Background: an optimization exercise with open tools, aiming at a short achievable clock period and few clock cycles. Do not read the settings as production practice. Only simulation tests tie the RTL to the original design; equivalence was not proved.

==> flow/design.v <==
module rpn_ram #(
	parameter int WIDTH = 32,
	parameter int DEPTH = 16,
	localparam int AW = (DEPTH > 1) ? $clog2(DEPTH) : 1
) (
	input  logic             clk,
	input  logic             we,
	input  logic [AW-1:0]    waddr,
	input  logic [WIDTH-1:0] wdata,
	input  logic [AW-1:0]    raddr,
	output logic [WIDTH-1:0] rdata
);
	logic [WIDTH-1:0] mem_q [DEPTH];
	always_ff @(posedge clk) begin
		if (we) begin
			mem_q[waddr] <= wdata;
		end
		rdata <= mem_q[raddr];
	end
endmodule
module rpn_front (
	input  logic        clk,
	input  logic        arst_n,
	input  logic        in_valid,
	output logic        in_ready,
	input  logic [2:0]  kind,
	input  logic [1:0]  op_code,
	input  logic [4:0]  var_index,
	input  logic [31:0] literal,
	output logic        q_valid,
	output logic [36:0] q_tok,
	input  logic        q_pop
);
	logic [36:0] fifo_q [2];
	logic        wr_ptr_q;
	logic        rd_ptr_q;
	logic [1:0]  fill_q;
	logic [2:0]  new_cls;
	logic [31:0] new_data;
	logic        push;
	logic        pop;
	always_comb begin
		new_data = literal;
		case (kind)
			3'd0: new_cls = 3'd1;
			3'd1: new_cls = 3'd2;
			3'd2: begin
				new_cls  = 3'd3;
				new_data = {27'd0, var_index};
			end
			3'd3: new_cls = 3'd4;
			3'd4: new_cls = 3'd5;
			default: new_cls = 3'd0;
		endcase
	end
	assign in_ready = (fill_q != 2'd2);
	assign push     = in_valid && in_ready;
	assign pop      = q_pop && (fill_q != 2'd0);
	assign q_valid = (fill_q != 2'd0);
	assign q_tok   = fifo_q[rd_ptr_q];
	always_ff @(posedge clk or negedge arst_n) begin
		if (!arst_n) begin
			wr_ptr_q <= 1'b0;
			rd_ptr_q <= 1'b0;
			fill_q   <= 2'd0;
		end else begin
			if (push) begin
				wr_ptr_q <= !wr_ptr_q;
			end
			if (pop) begin
				rd_ptr_q <= !rd_ptr_q;
			end
			if (push && !pop) begin
				fill_q <= fill_q + 2'd1;
			end else if (pop && !push) begin
				fill_q <= fill_q - 2'd1;
			end
		end
	end
	always_ff @(posedge clk) begin
		if (push) begin
			fifo_q[wr_ptr_q] <= {new_cls, op_code, new_data};
		end
	end
endmodule
module rpn_div (
	input  logic        clk,
	input  logic        arst_n,
	input  logic        start,
	input  logic [31:0] dividend,
	input  logic [31:0] divisor,
	output logic        done,
	output logic [31:0] quotient
);
	logic [31:0] rem_q;
	logic [31:0] quo_q;
	logic [31:0] dsr_q;
	logic [5:0]  step_q;
	logic        neg_q;
	logic        done_q;
	logic [32:0] rem_sh;
	logic        ge;
	logic [31:0] mag_a;
	logic [31:0] mag_b;
	assign mag_a = dividend[31] ? (32'd0 - dividend) : dividend;
	assign mag_b = divisor[31]  ? (32'd0 - divisor)  : divisor;
	assign rem_sh = {rem_q, quo_q[31]};
	assign ge     = (rem_sh >= {1'b0, dsr_q});
	always_ff @(posedge clk or negedge arst_n) begin
		if (!arst_n) begin
			step_q <= 6'd0;
			done_q <= 1'b0;
		end else begin
			done_q <= 1'b0;
			if (start) begin
				step_q <= 6'd32;
			end else if (step_q != 6'd0) begin
				step_q <= step_q - 6'd1;
				done_q <= (step_q == 6'd1);
			end
		end
	end
	always_ff @(posedge clk) begin
		if (start) begin
			rem_q <= 32'd0;
			quo_q <= mag_a;
			dsr_q <= mag_b;
			neg_q <= dividend[31] ^ divisor[31];
		end else if (step_q != 6'd0) begin
			rem_q <= ge ? 32'(rem_sh - {1'b0, dsr_q}) : rem_sh[31:0];
			quo_q <= {quo_q[30:0], ge};
		end
	end
	assign done     = done_q;
	assign quotient = neg_q ? (32'd0 - quo_q) : quo_q;
endmodule
module rpn_exec #(
	parameter int STACK_DEPTH = 16,
	parameter int NUM_VARS = 32
) (
	input  logic               clk,
	input  logic               arst_n,
	input  logic               q_valid,
	input  logic [36:0]        q_tok,
	output logic               q_pop,
	output logic               out_valid,
	input  logic               out_ready,
	output logic               print_valid,
	output logic signed [31:0] print_value,
	output logic [2:0]         status
);
	localparam int AW = $clog2(STACK_DEPTH);
	localparam int CW = $clog2(STACK_DEPTH + 1);
	localparam int VW = (NUM_VARS > 1) ? $clog2(NUM_VARS) : 1;
	localparam int VCMP_W = 9;
	localparam logic [2:0] CLS_ASSIGN   = 3'd1;
	localparam logic [2:0] CLS_OPER     = 3'd2;
	localparam logic [2:0] CLS_PUSH_REF = 3'd3;
	localparam logic [2:0] CLS_PUSH_VAL = 3'd4;
	localparam logic [2:0] CLS_PRINT    = 3'd5;
	localparam logic [1:0] OP_ADD = 2'd0;
	localparam logic [1:0] OP_SUB = 2'd1;
	localparam logic [1:0] OP_MUL = 2'd2;
	localparam logic [1:0] OP_DIV = 2'd3;
	localparam logic [2:0] ST_OK     = 3'd0;
	localparam logic [2:0] ST_UNDER  = 3'd1;
	localparam logic [2:0] ST_OVER   = 3'd2;
	localparam logic [2:0] ST_DIV0   = 3'd3;
	localparam logic [2:0] ST_NOTVAR = 3'd4;
	localparam logic [2:0] S_IDLE    = 3'd0;
	localparam logic [2:0] S_RD_TOP  = 3'd1;
	localparam logic [2:0] S_RES_TOP = 3'd2;
	localparam logic [2:0] S_RES_SEC = 3'd3;
	localparam logic [2:0] S_DIV     = 3'd4;
	localparam logic [2:0] S_WB      = 3'd5;
	logic [2:0]    state_q, state_d;
	logic [CW-1:0] cnt_q, cnt_d;
	logic [36:0]   tok_q, tok_d;
	logic [32:0]   top_q, top_d;
	logic [31:0]   b_q, b_d;
	logic [31:0]   r_q, r_d;
	logic          res_valid_q, res_valid_d;
	logic          res_pvalid_q, res_pvalid_d;
	logic [31:0]   res_pval_q, res_pval_d;
	logic [2:0]    res_status_q, res_status_d;
	logic [NUM_VARS-1:0] vvalid_q;
	logic          vok_q;
	logic [CW-1:0]     cm1, cm2;
	logic              s_we;
	logic [AW-1:0]     s_waddr, s_raddr;
	logic [32:0]       s_wdata, s_rdata;
	logic [2:0]        q_cls, t_cls;
	logic [1:0]        t_op;
	logic              v_we;
	logic [VW-1:0]     v_waddr, v_raddr;
	logic [31:0]       v_wdata, v_rdata;
	logic [4:0]        ridx;
	logic [VCMP_W-1:0] ridx_ext, widx_ext;
	logic              r_in_range, w_in_range;
	logic [31:0]       rv;
	logic              div_start, div_done;
	logic [31:0]       div_q;
	assign cm1   = cnt_q - CW'(1);
	assign cm2   = cnt_q - CW'(2);
	assign q_cls = q_tok[36:34];
	assign t_cls = tok_q[36:34];
	assign t_op  = tok_q[33:32];
	assign ridx_ext   = {{(VCMP_W-5){1'b0}}, ridx};
	assign r_in_range = (ridx_ext < VCMP_W'(NUM_VARS));
	assign v_raddr    = ridx_ext[VW-1:0];
	assign widx_ext   = {{(VCMP_W-5){1'b0}}, s_rdata[4:0]};
	assign w_in_range = (widx_ext < VCMP_W'(NUM_VARS));
	assign v_waddr    = widx_ext[VW-1:0];
	assign rv = top_q[32] ? (vok_q ? v_rdata : 32'd0) : top_q[31:0];
	rpn_ram #(.WIDTH(33), .DEPTH(STACK_DEPTH)) u_stack (
		.clk   (clk),
		.we    (s_we),
		.waddr (s_waddr),
		.wdata (s_wdata),
		.raddr (s_raddr),
		.rdata (s_rdata)
	);
	rpn_ram #(.WIDTH(32), .DEPTH(NUM_VARS)) u_vars (
		.clk   (clk),
		.we    (v_we),
		.waddr (v_waddr),
		.wdata (v_wdata),
		.raddr (v_raddr),
		.rdata (v_rdata)
	);
	rpn_div u_div (
		.clk      (clk),
		.arst_n   (arst_n),
		.start    (div_start),
		.dividend (rv),
		.divisor  (b_q),
		.done     (div_done),
		.quotient (div_q)
	);
	always_comb begin
		state_d      = state_q;
		cnt_d        = cnt_q;
		tok_d        = tok_q;
		top_d        = top_q;
		b_d          = b_q;
		r_d          = r_q;
		res_valid_d  = res_valid_q && !out_ready;
		res_pvalid_d = res_pvalid_q;
		res_pval_d   = res_pval_q;
		res_status_d = res_status_q;
		q_pop        = 1'b0;
		s_we         = 1'b0;
		s_waddr      = cm2[AW-1:0];
		s_wdata      = 33'd0;
		s_raddr      = cm1[AW-1:0];
		v_we         = 1'b0;
		v_wdata      = rv;
		ridx         = 5'd0;
		div_start    = 1'b0;
		case (state_q)
			S_IDLE: begin
				if (q_valid && !res_valid_q) begin
					q_pop        = 1'b1;
					tok_d        = q_tok;
					res_pvalid_d = 1'b0;
					res_pval_d   = 32'd0;
					res_status_d = ST_OK;
					case (q_cls)
						CLS_PUSH_REF, CLS_PUSH_VAL: begin
							res_valid_d = 1'b1;
							if (cnt_q == CW'(STACK_DEPTH)) begin
								res_status_d = ST_OVER;
							end else begin
								s_we    = 1'b1;
								s_waddr = cnt_q[AW-1:0];
								s_wdata = {q_cls == CLS_PUSH_REF, q_tok[31:0]};
								cnt_d   = cnt_q + CW'(1);
							end
						end
						CLS_PRINT: begin
							if (cnt_q == '0) begin
								res_valid_d  = 1'b1;
								res_status_d = ST_UNDER;
							end else begin
								state_d = S_RD_TOP;
							end
						end
						CLS_OPER, CLS_ASSIGN: begin
							if (cnt_q < CW'(2)) begin
								res_valid_d  = 1'b1;
								res_status_d = ST_UNDER;
							end else begin
								state_d = S_RD_TOP;
							end
						end
						default: res_valid_d = 1'b1;
					endcase
				end
			end
			S_RD_TOP: begin
				top_d   = s_rdata;
				ridx    = s_rdata[4:0];
				s_raddr = cm2[AW-1:0];
				state_d = S_RES_TOP;
			end
			S_RES_TOP: begin
				b_d = rv;
				if (t_cls == CLS_PRINT) begin
					res_valid_d  = 1'b1;
					res_pvalid_d = 1'b1;
					res_pval_d   = rv;
					cnt_d        = cm1;
					state_d      = S_IDLE;
				end else if (t_cls == CLS_ASSIGN) begin
					res_valid_d = 1'b1;
					state_d     = S_IDLE;
					if (!s_rdata[32]) begin
						res_status_d = ST_NOTVAR;
					end else begin
						v_we  = w_in_range;
						cnt_d = cm2;
					end
				end else begin
					top_d   = s_rdata;
					ridx    = s_rdata[4:0];
					state_d = S_RES_SEC;
				end
			end
			S_RES_SEC: begin
				case (t_op)
					OP_ADD: begin
						r_d     = rv + b_q;
						state_d = S_WB;
					end
					OP_SUB: begin
						r_d     = rv - b_q;
						state_d = S_WB;
					end
					OP_MUL: begin
						r_d     = rv * b_q;
						state_d = S_WB;
					end
					default: begin
						if (b_q == 32'd0) begin
							res_valid_d  = 1'b1;
							res_status_d = ST_DIV0;
							state_d      = S_IDLE;
						end else begin
							div_start = 1'b1;
							state_d   = S_DIV;
						end
					end
				endcase
			end
			S_DIV: begin
				if (div_done) begin
					r_d     = div_q;
					state_d = S_WB;
				end
			end
			S_WB: begin
				s_we        = 1'b1;
				s_wdata     = {1'b0, r_q};
				cnt_d       = cm1;
				res_valid_d = 1'b1;
				state_d     = S_IDLE;
			end
			default: state_d = S_IDLE;
		endcase
	end
	always_ff @(posedge clk or negedge arst_n) begin
		if (!arst_n) begin
			state_q <= S_IDLE;
		end else begin
			state_q <= state_d;
		end
	end
	always_ff @(posedge clk or negedge arst_n) begin
		if (!arst_n) begin
			cnt_q       <= '0;
			res_valid_q <= 1'b0;
			vvalid_q    <= '0;
		end else begin
			cnt_q       <= cnt_d;
			res_valid_q <= res_valid_d;
			if (v_we) begin
				vvalid_q[v_waddr] <= 1'b1;
			end
		end
	end
	always_ff @(posedge clk) begin
		tok_q        <= tok_d;
		top_q        <= top_d;
		b_q          <= b_d;
		r_q          <= r_d;
		res_pvalid_q <= res_pvalid_d;
		res_pval_q   <= res_pval_d;
		res_status_q <= res_status_d;
		vok_q        <= r_in_range && vvalid_q[v_raddr];
	end
	assign out_valid   = res_valid_q;
	assign print_valid = res_pvalid_q;
	assign print_value = res_pval_q;
	assign status      = res_status_q;
endmodule
module rpn_stack_evaluator #(
	parameter int STACK_DEPTH = 16,
	parameter int NUM_VARS = 32
) (
	input  logic               clk,
	input  logic               arst_n,
	input  logic               in_valid,
	output logic               in_ready,
	input  logic [2:0]         kind,
	input  logic [1:0]         op_code,
	input  logic [4:0]         var_index,
	input  logic signed [31:0] literal,
	output logic               out_valid,
	input  logic               out_ready,
	output logic               print_valid,
	output logic signed [31:0] print_value,
	output logic [2:0]         status
);
	logic        tq_valid;
	logic [36:0] tq_tok;
	logic        t_pop;
	rpn_front u_front (
		.clk       (clk),
		.arst_n    (arst_n),
		.in_valid  (in_valid),
		.in_ready  (in_ready),
		.kind      (kind),
		.op_code   (op_code),
		.var_index (var_index),
		.literal   (literal),
		.q_valid   (tq_valid),
		.q_tok     (tq_tok),
		.q_pop     (t_pop)
	);
	rpn_exec #(.STACK_DEPTH(STACK_DEPTH), .NUM_VARS(NUM_VARS)) u_exec (
		.clk         (clk),
		.arst_n      (arst_n),
		.q_valid     (tq_valid),
		.q_tok       (tq_tok),
		.q_pop       (t_pop),
		.out_valid   (out_valid),
		.out_ready   (out_ready),
		.print_valid (print_valid),
		.print_value (print_value),
		.status      (status)
	);
endmodule
==> flow/run.sh <==
#!/bin/bash
# synth_recipe.tcl (not shown) runs the flow's synth.tcl, then flattens the netlist and writes it again
# the make line also repeats each setting of config.mk as NAME=value (left out here)
make -C /OpenROAD-flow-scripts/flow DESIGN_CONFIG=/design/flow/config.mk WORK_HOME=/design/flow/orfs CLKGATE_MAP_FILE= SYNTH_SCRIPT=/design/flow/synth_recipe.tcl finish
==> flow/config.mk <==
export PLATFORM = sky130hd
export DESIGN_NAME = rpn_stack_evaluator
export DESIGN_NICKNAME = rpn_stack_evaluator
export VERILOG_FILES = /design/flow/design.v
export SDC_FILE = /design/flow/constraint.sdc
export NUM_CORES = 4
export LEC_CHECK = 0
export ABC_AREA = 0
export CAP_MARGIN = 20
export CORE_MARGIN = 2
export CORE_UTILIZATION = 40
export PLACE_DENSITY = 0.6
export SLEW_MARGIN = 20
==> flow/constraint.sdc <==
create_clock -name core_clock -period 13.0 [get_ports {clk}]
set_input_delay 2.6000 -clock core_clock [delete_from_list [all_inputs] [get_ports {clk}]]
set_output_delay 2.6000 -clock core_clock [all_outputs]
set_load 0.01 [all_outputs]
==> run notes <==
==> layout make-up <==
class                      count  area, sq um
antenna                        2        5.005
clock buffer                 277         5497
clock inverter               101         1297
fill                       21490       134900
inverter                     475         1783
multi-input combinational   4082        37300
sequential                  1979        58190
tap                         3220         4029
timing repair buffer         264         2262
==> worst paths after layout <==
| check | end | slack [ns] | depth (start not counted) | start |
|---|---|---|---|---|
| max reg2reg | u_exec.r_q[21]$_DFFE_PP_ | 3.58 | 29 | u_exec.top_q[32]$_DFFE_PP_ |
| min | u_exec.top_q[19]$_DFFE_PP_ | 0.40 | 0 | u_exec.u_stack.rdata[19]$_DFF_P_ |
| max | u_exec.r_q[21]$_DFFE_PP_ | 3.58 | 29 | u_exec.top_q[32]$_DFFE_PP_ |
| min in group asynchronous | u_exec.vvalid_q[6]$_DFFE_PN0P_ | 1.89 | 2 | arst_n |
| min reg2reg | u_exec.top_q[19]$_DFFE_PP_ | 0.40 | 0 | u_exec.u_stack.rdata[19]$_DFF_P_ |
| max in group asynchronous | u_front.rd_ptr_q$_DFFE_PN0P_ | 10.46 | 2 | arst_n |
==> flip-flops by register name, summed over array words and instances (netlist names), 32 cells and up <==
signal	flops
u_exec.u_stack.mem_q	528
u_exec.vvalid_q	32
u_exec.u_div.rem_q	32
u_exec.u_vars.mem_q	1024
u_exec.r_q	32
u_exec.res_pval_q	32
u_front.fifo_q	74
u_exec.u_div.dsr_q	32
u_exec.u_vars.rdata	32
u_exec.b_q	32
u_exec.u_stack.rdata	33
u_exec.u_div.quo_q	32
u_exec.top_q	33
==> Yosys cell counts (16+ instances only) <==
library cell,instances
a211oi_1,74
a21o_1,67
a21oi_1,156
a31oi_1,154
and2_1,319
buf_1,38
buf_2,50
clkbuf_1,309
dfrtp_1,52
dfxtp_1,98
edfxtp_1,1829
fa_1,410
ha_1,207
inv_1,463
mux2_2,142
mux2i_1,213
mux4_2,264
nand2_1,550
nand2b_1,28
nand3_1,21
nor2_1,380
nor2b_1,112
nor3_1,63
o211ai_1,111
o21a_1,23
o21ai_0,289
o21bai_1,16
o31ai_1,17
or3_1,20
xnor2_1,195
xor2_1,58
==> cells by family (layout without fill, tap and decap cells) <==
family,after synthesis,after routing
simple gates,1573,1573
mux,619,619
fa+ha+maj,617,617
buf+inv,876,1117
flops,1979,1979
compound gates,1014,1014
xor+xnor,259,259
other cells,0,2
==> layer usage <==
metal	vias up	GRT usage (%)	routed length, um
li1	25320	-	-
met1	30650	30.99	118400
met2	2241	36.46	134400
met3	438	3.671	20440
met4	0	7.234	9144
met5	-	0	0
==> stage by stage <==
stage | setup slack, ns | util, % | hold slack (ns) | cells
after floorplan | 4.610 | - | 0.3855 | 6937
after global routing | 3.227 | 45.00 | 0.3968 | 10400
after global placement | 3.732 | 42.21 | 0.3875 | 10020
after CTS | 3.632 | 44.98 | 0.4003 | 10400
after detailed placement | 3.697 | 42.21 | 0.3933 | 10020
final | 3.580 | 45.00 | 0.3989 | 10400
==> impl_metrics.py <==
metrics = {
    "flow_run": {
        "cap_violations": 0,
    },
    "clock_network": {
        "cts_root_buf": "clkbuf_16",
        "cts.clk_slew.worst_paths_ns": 0.07,
        "cts.sinks": 1979,
        "cts_setup_buffers": 0,
        "cts_tree": "built",
        "clock_latency_ns": 0.89,
        "cts_inserted_buffers": 201,
        "cts_buffer_depth": 3,
        "ctsResizeCount": 0,
        "ctsHoldBuffers": 0,
        "h-tree-depth": 4,
    },
    "route": {
        "drt_wl_total_mm": 282.4,
        "routedWlPerCell_um": 27.16,
        "post-route-drc-count": 0,
        "vias": 58650,
        "first_iter_violations": 5788,
        "vias_per_cell": 5.640,
        "ant_nets": 0,
        "drt_first_pass_iters": 6,
    },
    "global_route": {
        "grt_pass1_vias": 59690,
        "grt_antenna_before_repair": 13,
        "grt_start_max_net_pins": 177,
        "grtUsageTotal_pct": 22.50,
        "grt_remaining_overflow": 0,
        "grt_pass1_wl_mm": 412.1,
    },
    "logic_synthesis": {
        "synth_xor_area_share_pct": 2.390,
        "ys.flop_type": "edfxtp_1",
        "ys_warn_count": 5,
        "syn_area_sq_um": 98360,
        "synth.area.mux_share_pct": 9.838,
        "synth_cells": 6937,
        "avgSynthCellArea_sq_um": 14.18,
        "synth_compound_area_share_pct": 6.572,
        "synth_area_leader_cell": "edfxtp_1",
        "syn_nets": 7600,
        "synth-simple-area-share_pct": 7.630,
        "synthAdderAreaFrac_pct": 10.98,
        "synth_edf_count": 1829,
        "synth_area_leaders": "edfxtp_1, fa_1, mux4_2",
        "synthArstFlopShare_pct": 2.628,
        "yosys_register_bits": 1979,
        "ys_seq_area_share_pct": 59.16,
        "synth_cell_types": 89,
        "synth_top_area_share_pct": 55.84,
        "synth_top_family_by_area": "adder cells",
    },
    "timing": {
        "finalWorstPathRequiredPeriod_ns": 9.420,
        "relSlewSlack_pct": 24.93,
        "final.setup.tns_ns": 0,
        "drv_slew": 0,
        "rsz0062_at_grt": "false",
        "worst_slew_pin_slew_ns": 1.126,
        "setup_viol": 0,
        "final_hold_viol_count": 0,
        "clock_skew_ns": 0.05919,
        "timing.final.crit_share_pct": 72.46,
        "timing.fmax_ghz": 0.1062,
    },
    "critical_path": {
        "crit_type": "reg -> reg",
        "cp_top_family": "adder cells",
        "critPathMaxFanout": 46,
        "cp-start-kind": "flip-flop",
        "cp.required_ns": 13.57,
        "cp_common_cell": "fa_1",
        "critPathMaxStageDelay_ns": 0.59,
        "path_buf_inv": 7,
        "cp_slowest_cell": "and2_4",
        "cp.arrival_ns": 9.99,
        "crit_path_end_kind": "flip-flop",
    },
    "outcome": {
        "status": "timing/DRC/antenna clean",
    },
    "floorplanning": {
        "die_area_sq_um": 249900,
        "die_w_um": 499.9,
        "core-area_sq_um": 245300,
        "die_y_um": 499.9,
        "num_rows": 182,
        "io_pins": 84,
        "initial_core_util_pct": 40.10,
    },
    "cells_and_area": {
        "layout_common_cells": "edfxtp_1, nand2_1, inv_1, fa_1, nor2_1",
        "design_area_sq_um": 110400,
        "final_common_cell": "edfxtp_1",
        "area_growth_pct": 12.21,
        "drive_gt1_share_pct": 14.13,
        "fin_nets": 7666,
    },
    "placement": {
        "place_congestion": 0.9350,
        "dpl_cell_area_sq_um": 103500,
        "dp_hpwl_mm": 169.5,
        "numPortBuffers": 83,
    },
    "hold_path": {
        "hold_class": "reg -> reg",
    },
}
Testbench counts, summed over its fixed seeds: cycles 208,700.

-- what the ideal ports hide --
The results above use ideal ports. As a check the final layout listed here was re-extracted and re-timed, cells and wires unchanged.
Step 1 sets driving cells, clkbuf_16 on the clock port and buf_2 on the other inputs (assumed; they add their load-dependent delay and slew).
Step 2 moves the port delays by t, midway between the first and last clock arrival at a register: inputs arrive t later, outputs are due t later. That takes back most of the time a late clock gives input paths.
Slacks: ideal ports / drivers / drivers and shift; pairs: ideal ports / drivers.
t (ns): 0.950
setup WS [ns]: 3.580 / 3.580 / 3.580
worst setup path at the end: register to register
After both steps this run still meets setup and hold. The setup slack of this run moves by 0.000 ns with the drivers and by 0.000 ns with both steps.
